This design comes from an exercise in tuning for small area and a short achievable clock period on the open sky130 flow, not from production work.
Power and IR drop assume default switching activity. No driver is modelled on the clock port, so clocking that relies on it looks cheaper here than on a real chip.

## willow
==> flow/design.v (excerpt) <==
module integral_image_engine #(
    parameter int IMG_W  = 160,
    parameter int IMG_H  = 120,
    parameter int PIX_W  = 4,
    parameter int SUM_W  = 20,
    parameter int ADDR_W = 15
) (
    input  logic              clk,
    input  logic              rst_n,
    input  logic              frame_start,
    input  logic              pix_valid,
    input  logic [PIX_W-1:0]  pix_data,
    input  logic [1:0]        mode,
    input  logic              arm,
    output logic              wr_en,
    output logic [ADDR_W-1:0] wr_addr,
    output logic [SUM_W-1:0]  wr_data,
    output logic              frame_done,
    output logic              busy,
    output logic              overflow
);
    localparam int XW = (IMG_W > 1) ? $clog2(IMG_W) : 1;
    localparam int CW0 = $clog2(IMG_H * ((1 << PIX_W) - 1) + 1);
    localparam int CW  = (CW0 < SUM_W) ? CW0 : SUM_W;
    localparam int CHW = CW - PIX_W;
    localparam logic [XW-1:0] X_LAST = XW'(IMG_W - 1);
    localparam logic [ADDR_W-1:0] A_PRE_LAST = ADDR_W'((IMG_H - 1) * IMG_W - 1);
    localparam logic [1:0] MODE_CONT   = 2'b00;
    localparam logic [1:0] MODE_SINGLE = 2'b01;
    logic [XW-1:0]     x;
    logic              in_frame;
    logic              capture;
    logic              armed;
    logic              x_nz;        
    logic              y_nz;        
    logic              y_end;       
    logic [IMG_W*CW-1:0] sr;
    logic [CW-1:0]       tail;
    logic                pend;
    logic [CW-1:0]       above;
    logic [CW-1:0]       head_next;
    logic              decision;
    logic              cap_now;
    logic              accept;
    logic              x_first, y_first, x_last, y_last;
    logic              last_pix;
    logic              in_frame_next;
    logic [ADDR_W-1:0] cur_addr;
    logic [SUM_W-1:0]  base;       
    logic [SUM_W-1:0]  acc_q;      
    logic [ADDR_W-1:0] addr_q;     
    logic [SUM_W-1:0]  acc;        
    logic [SUM_W-1:0]  base16;     
    logic [SUM_W-1:0]  ii;
    logic [CHW-1:0]    above_hi_inc;
  ...
For scale: about 2400 cells after synthesis, about 50 I/O pins, roughly 59000 µm² of cells after synthesis.
==> module integral_image_engine, before the edit <==
module integral_image_engine #(
    parameter int IMG_W  = 160,
    parameter int IMG_H  = 120,
    parameter int PIX_W  = 4,
    parameter int SUM_W  = 20,
    parameter int ADDR_W = 15
) (
    input  logic              clk,
    input  logic              rst_n,
    input  logic              frame_start,
    input  logic              pix_valid,
    input  logic [PIX_W-1:0]  pix_data,
    input  logic [1:0]        mode,
    input  logic              arm,
    output logic              wr_en,
    output logic [ADDR_W-1:0] wr_addr,
    output logic [SUM_W-1:0]  wr_data,
    output logic              frame_done,
    output logic              busy,
    output logic              overflow
);
    localparam int XW = (IMG_W > 1) ? $clog2(IMG_W) : 1;
    localparam int CW0 = $clog2(IMG_H * ((1 << PIX_W) - 1) + 1);
    localparam int CW  = (CW0 < SUM_W) ? CW0 : SUM_W;
    localparam int CHW = CW - PIX_W;
    localparam logic [XW-1:0] X_LAST = XW'(IMG_W - 1);
    localparam logic [ADDR_W-1:0] A_PRE_LAST = ADDR_W'((IMG_H - 1) * IMG_W - 1);
    localparam logic [1:0] MODE_CONT   = 2'b00;
    localparam logic [1:0] MODE_SINGLE = 2'b01;
    logic [XW-1:0]     x;
    logic              in_frame;
    logic              capture;
    logic              armed;
    logic              x_nz;        
    logic              y_nz;        
    logic              y_end;       
    logic [IMG_W*CW-1:0] sr;
    logic [CW-1:0]       tail;
    logic                pend;
    logic [CW-1:0]       above;
    logic [CW-1:0]       head_next;
    logic              decision;
    logic              cap_now;
    logic              accept;
    logic              x_first, y_first, x_last, y_last;
    logic              last_pix;
    logic              in_frame_next;
    logic [ADDR_W-1:0] cur_addr;
    logic [SUM_W-1:0]  base;       
    logic [SUM_W-1:0]  acc_q;      
    logic [ADDR_W-1:0] addr_q;     
    logic [SUM_W-1:0]  acc;        
    logic [SUM_W-1:0]  base16;     
    logic [SUM_W-1:0]  ii;
    logic [CHW-1:0]    above_hi_inc;
    logic [CW-1:0]     col_new;
    assign head_next = pend ? sr[3*CW-1:2*CW] : sr[2*CW-1:CW];
    logic [ADDR_W-1:0] addr_inc, addr_c;
    logic [XW-1:0]     x_inc, x_c;
    logic [CHW-1:0]    above_hi, above_c;
    logic [SUM_W-1:0]  b_op, b_g, b_p, b_c;         
    logic [SUM_W-1:0]  s_op, k_op, s_g, s_p, s_c;   
    localparam logic [SUM_W-1:0] K16 = SUM_W'(1 << PIX_W);
    integral_image_prefix #(.W(ADDR_W), .GW(1)) u_addr_c (
        .g(addr_q[0]), .p(addr_q), .c(addr_c));
    assign addr_inc = addr_q ^ {addr_c[ADDR_W-2:0], 1'b1};
    integral_image_prefix #(.W(XW), .GW(1)) u_x_c (
        .g(x[0]), .p(x), .c(x_c));
    assign x_inc = x ^ {x_c[XW-2:0], 1'b1};
    assign above_hi = above[CW-1:PIX_W];
    integral_image_prefix #(.W(CHW), .GW(1)) u_above_c (
        .g(above_hi[0]), .p(above_hi), .c(above_c));
    assign above_hi_inc = above_hi ^ {above_c[CHW-2:0], 1'b1};
    assign acc  = ~x_nz ? '0 : acc_q;
    assign b_op = SUM_W'(above);
    assign b_g  = acc & b_op;
    assign b_p  = acc ^ b_op;
    integral_image_prefix #(.W(SUM_W), .GW(CW)) u_base_c (
        .g(b_g[CW-1:0]), .p(b_p), .c(b_c));
    assign base = b_p ^ {b_c[SUM_W-2:0], 1'b0};
    assign s_op = acc ^ b_op ^ K16;
    assign k_op = ((acc & b_op) | ((acc | b_op) & K16)) << 1;
    assign s_g  = s_op & k_op;
    assign s_p  = s_op ^ k_op;
    integral_image_prefix #(.W(SUM_W), .GW(CW + 1)) u_base16_c (
        .g(s_g[CW:0]), .p(s_p), .c(s_c));
    assign base16 = s_p ^ {s_c[SUM_W-2:0], 1'b0};
    integral_image_pix_add #(.W(SUM_W), .PIX_W(PIX_W)) u_ii_add (
        .pix(pix_data), .restart(frame_start), .lo(base[PIX_W-1:0]),
        .hi(base[SUM_W-1:PIX_W]), .hi_inc(base16[SUM_W-1:PIX_W]), .sum(ii));
    integral_image_pix_add #(.W(CW), .PIX_W(PIX_W)) u_col_add (
        .pix(pix_data), .restart(frame_start), .lo(above[PIX_W-1:0]),
        .hi(above[CW-1:PIX_W]), .hi_inc(above_hi_inc), .sum(col_new));
    always_comb begin
        decision = 1'b0;
        case (mode)
            MODE_CONT:   decision = 1'b1;
            MODE_SINGLE: decision = armed | arm;
            default:     decision = 1'b0;
        endcase
        cap_now = frame_start ? decision : capture;
        accept  = pix_valid & (frame_start | in_frame);
        x_first  = ~x_nz;
        y_first  = ~y_nz;
        x_last   = (x == X_LAST);
        y_last   = y_end;
        last_pix = ~frame_start & x_last & y_last;
        if (accept) in_frame_next = ~last_pix;
        else        in_frame_next = frame_start | in_frame;
        cur_addr = (frame_start | (x_first & y_first)) ? '0 : addr_inc;
    end
    always_ff @(posedge clk) begin
        if (pend) begin
            sr <= {tail, sr[IMG_W*CW-1:CW]};
        end
        if (accept) begin
            tail   <= col_new;
            acc_q  <= ii;
            addr_q <= cur_addr;
        end
        if (frame_start) begin
            above <= '0;
        end else if (accept) begin
            above <= (y_first & ~x_last) ? '0 : head_next;
        end
    end
    always_ff @(posedge clk or negedge rst_n) begin
        if (!rst_n) begin
            x          <= '0;
            y_end      <= (IMG_H == 1);
            x_nz       <= 1'b0;
            y_nz       <= 1'b0;
            in_frame   <= 1'b0;
            pend       <= 1'b0;
            capture    <= 1'b0;
            armed      <= 1'b0;
            wr_en      <= 1'b0;
            wr_addr    <= '0;
            wr_data    <= '0;
            frame_done <= 1'b0;
            busy       <= 1'b0;
            overflow   <= 1'b0;
        end else begin
            if (accept) begin
                wr_addr <= cur_addr;
                wr_data <= ii;
                if (frame_start) begin
                    x      <= (IMG_W > 1) ? XW'(1) : '0;
                    y_end  <= (IMG_W > 1) ? (IMG_H == 1) : (IMG_H == 2);
                    x_nz   <= (IMG_W > 1);
                    y_nz   <= (IMG_W == 1);
                end else if (x_last) begin
                    x      <= '0;
                    y_end  <= (cur_addr == A_PRE_LAST);
                    x_nz   <= 1'b0;
                    y_nz   <= 1'b1;
                end else begin
                    x      <= x_inc;
                    x_nz   <= 1'b1;
                end
            end else if (frame_start) begin
                x      <= '0;
                y_end  <= (IMG_H == 1);
                x_nz   <= 1'b0;
                y_nz   <= 1'b0;
            end
            in_frame   <= in_frame_next;
            pend       <= accept;
            capture    <= cap_now;
            wr_en      <= accept & cap_now;
            frame_done <= accept & cap_now & last_pix;
            busy       <= cap_now & in_frame_next;
            if (frame_start) begin
                overflow <= 1'b0;
            end else if (pix_valid && !in_frame) begin
                overflow <= 1'b1;
            end
            if (frame_start && (mode == MODE_SINGLE)) begin
                armed <= 1'b0;
            end else if (arm) begin
                armed <= 1'b1;
            end
        end
    end
endmodule
==> flow/config.mk <==
export PLATFORM = sky130hd
export DESIGN_NAME = integral_image_engine
export DESIGN_NICKNAME = integral_image_engine
export VERILOG_FILES = /design/flow/design.v
export SDC_FILE = /design/flow/constraint.sdc
export NUM_CORES = 4
export LEC_CHECK = 0
export ABC_CLOCK_PERIOD_IN_PS = 3000
export CAP_MARGIN = 20
export CORE_MARGIN = 2
export CORE_UTILIZATION = 55
export CTS_CLUSTER_DIAMETER = 80
export CTS_CLUSTER_SIZE = 30
export SLEW_MARGIN = 20
export SYNTH_HIERARCHICAL = 1
export SYNTH_MINIMUM_KEEP_SIZE = 0
==> flow/constraint.sdc <==
create_clock -name core_clock -period 10.0 [get_ports {clk}]
set_input_delay 2.0000 -clock core_clock [delete_from_list [all_inputs] [get_ports {clk}]]
set_output_delay 2.0000 -clock core_clock [all_outputs]
set_load 0.01 [all_outputs]
standard.sh (not shown) runs the stock make flow with config.mk's settings and CLKGATE_MAP_FILE= SYNTH_SCRIPT=/design/flow/synth_recipe.tcl, a recipe that flattens the netlist after the stock synthesis.
==> flow/flow/run.sh <==
#!/bin/bash
# Standard ORFS layout; repair aims for a tighter setup target than the clock,
# and clock tree synthesis adds no dummy loads.
bash standard.sh SETUP_SLACK_MARGIN=6.8 MATCH_CELL_FOOTPRINT=0 \
  "CTS_ARGS=-sink_clustering_enable -repair_clock_nets -sink_clustering_size 30 -sink_clustering_max_diameter 80 -dont_use_dummy_load" \
  finish > standard.log 2>&1
What fjord does differently from willow at the input level:
--- a/flow/design.v
+++ b/flow/design.v
@@ -22,13 +22,19 @@
     localparam int XW = (IMG_W > 1) ? $clog2(IMG_W) : 1;
     localparam int CW0 = $clog2(IMG_H * ((1 << PIX_W) - 1) + 1);
     localparam int CW  = (CW0 < SUM_W) ? CW0 : SUM_W;
     localparam int CHW = CW - PIX_W;
-    localparam logic [XW-1:0] X_LAST = XW'(IMG_W - 1);
+    localparam int XL0 = (IMG_W % 32 == 0) ? 5 : (IMG_W % 16 == 0) ? 4 :
+                         (IMG_W % 8 == 0) ? 3 : (IMG_W % 4 == 0) ? 2 :
+                         (IMG_W % 2 == 0) ? 1 : 0;
+    localparam int XL  = (XL0 < XW) ? XL0 : XW - 1;
+    localparam int XHW = XW - XL;
+    localparam logic [XHW-1:0] XH_LAST = XHW'((IMG_W - 1) >> XL);
     localparam logic [ADDR_W-1:0] A_PRE_LAST = ADDR_W'((IMG_H - 1) * IMG_W - 1);
     localparam logic [1:0] MODE_CONT   = 2'b00;
     localparam logic [1:0] MODE_SINGLE = 2'b01;
-    logic [XW-1:0]     x;
+    logic [XHW-1:0]    xh;
+    logic              x_lo_max;    
     logic              in_frame;
     logic              capture;
     logic              armed;
     logic              x_nz;        
@@ -55,19 +61,31 @@
     logic [CHW-1:0]    above_hi_inc;
     logic [CW-1:0]     col_new;
     assign head_next = pend ? sr[3*CW-1:2*CW] : sr[2*CW-1:CW];
     logic [ADDR_W-1:0] addr_inc, addr_c;
-    logic [XW-1:0]     x_inc, x_c;
+    logic [XHW-1:0]    x_inc, x_c;
     logic [CHW-1:0]    above_hi, above_c;
     logic [SUM_W-1:0]  b_op, b_g, b_p, b_c;         
     logic [SUM_W-1:0]  s_op, k_op, s_g, s_p, s_c;   
     localparam logic [SUM_W-1:0] K16 = SUM_W'(1 << PIX_W);
     integral_image_prefix #(.W(ADDR_W), .GW(1)) u_addr_c (
         .g(addr_q[0]), .p(addr_q), .c(addr_c));
     assign addr_inc = addr_q ^ {addr_c[ADDR_W-2:0], 1'b1};
-    integral_image_prefix #(.W(XW), .GW(1)) u_x_c (
-        .g(x[0]), .p(x), .c(x_c));
-    assign x_inc = x ^ {x_c[XW-2:0], 1'b1};
+    generate
+        if (XHW > 1) begin : g_xh_inc
+            integral_image_prefix #(.W(XHW), .GW(1)) u_x_c (
+                .g(xh[0]), .p(xh), .c(x_c));
+            assign x_inc = xh ^ {x_c[XHW-2:0], 1'b1};
+        end else begin : g_xh_inc1
+            assign x_c   = '0;
+            assign x_inc = ~xh;
+        end
+        if (XL > 0) begin : g_x_lo
+            assign x_lo_max = (&addr_inc[XL-1:0]) & ~(x_first & y_first);
+        end else begin : g_x_lo0
+            assign x_lo_max = 1'b1;
+        end
+    endgenerate
     assign above_hi = above[CW-1:PIX_W];
     integral_image_prefix #(.W(CHW), .GW(1)) u_above_c (
         .g(above_hi[0]), .p(above_hi), .c(above_c));
     assign above_hi_inc = above_hi ^ {above_c[CHW-2:0], 1'b1};
@@ -101,9 +119,9 @@
         cap_now = frame_start ? decision : capture;
         accept  = pix_valid & (frame_start | in_frame);
         x_first  = ~x_nz;
         y_first  = ~y_nz;
-        x_last   = (x == X_LAST);
+        x_last   = (xh == XH_LAST) & x_lo_max;
         y_last   = y_end;
         last_pix = ~frame_start & x_last & y_last;
         if (accept) in_frame_next = ~last_pix;
         else        in_frame_next = frame_start | in_frame;
@@ -125,9 +143,9 @@
         end
     end
     always_ff @(posedge clk or negedge rst_n) begin
         if (!rst_n) begin
-            x          <= '0;
+            xh         <= '0;
             y_end      <= (IMG_H == 1);
             x_nz       <= 1'b0;
             y_nz       <= 1'b0;
             in_frame   <= 1'b0;
@@ -141,30 +159,30 @@
             busy       <= 1'b0;
             overflow   <= 1'b0;
         end else begin
             if (accept) begin
-                wr_addr <= cur_addr;
-                wr_data <= ii;
                 if (frame_start) begin
-                    x      <= (IMG_W > 1) ? XW'(1) : '0;
+                    xh     <= (XL == 0 && IMG_W > 1) ? XHW'(1) : '0;
                     y_end  <= (IMG_W > 1) ? (IMG_H == 1) : (IMG_H == 2);
                     x_nz   <= (IMG_W > 1);
                     y_nz   <= (IMG_W == 1);
                 end else if (x_last) begin
-                    x      <= '0;
+                    xh     <= '0;
                     y_end  <= (cur_addr == A_PRE_LAST);
                     x_nz   <= 1'b0;
                     y_nz   <= 1'b1;
                 end else begin
-                    x      <= x_inc;
+                    if (x_lo_max) xh <= x_inc;
                     x_nz   <= 1'b1;
                 end
             end else if (frame_start) begin
-                x      <= '0;
+                xh     <= '0;
                 y_end  <= (IMG_H == 1);
                 x_nz   <= 1'b0;
                 y_nz   <= 1'b0;
             end
+            wr_addr    <= cur_addr;
+            wr_data    <= ii;
             in_frame   <= in_frame_next;
             pend       <= accept;
             capture    <= cap_now;
             wr_en      <= accept & cap_now;
### Flow results
The sequential cell count on willow is in line with that on fjord.
Portion of total power attributed to combinational logic delta (willow -> fjord): insignificant
From willow to fjord the numbers moved as follows: wire length of the first global-routing pass lower; residual DRC count held steady.
Comparing fjord with willow, the average routed wire per standard cell came out essentially unchanged.
fjord vs willow — via count dropped slightly
As far as endpoint required time on the critical path is concerned, fjord and willow perform about the same.
Total met2 wirelength after detailed routing of fjord exceeds that of willow slightly.
From willow to fjord the numbers moved as follows: clock sink count held steady, routed wire length shrank by 1200 µm, netlist area before placement shrank by about 1%, final-layout clock-cell area share held steady, number of stages on the worst hold path held steady.
fjord ends up with lower setup slack at placement than willow does.
No run of this note included a check of the RTL's function; only the layout flow was run.

==> static timing again, ports no longer ideal <==
In the flow no input, the clock included, has a driving cell. The finished layouts below were timed again as built, in two steps.
Step 1 (the two cells are an assumption about what drives the block):
set clk [get_ports {clk}]
set_driving_cell -lib_cell sky130_fd_sc_hd__clkbuf_16 $clk
set_driving_cell -lib_cell sky130_fd_sc_hd__buf_2 [delete_from_list [all_inputs] $clk]
Step 2 times the ports against the registers' clock, not the clock port: input delays grow and output delays shrink by t, the midpoint of the rising clock arrivals with the driver on.
Three values: ideal ports, drivers, drivers and shift; two values: the first two.
run | shift t [ns] | setup WS [ns] | worst setup path after step 2 | slew at the worst register clock pin (ns)
willow | 0.713 | 6.738 / 6.666 / 6.109 | input to register | 0.11 / 0.11
fjord | 0.699 | 6.803 / 6.740 / 6.147 | input to register | 0.11 / 0.11
After both steps setup and hold are still met in every run listed. The setup slack of fjord, which loses most, moves by -0.063 ns with the drivers and by -0.656 ns with both steps.
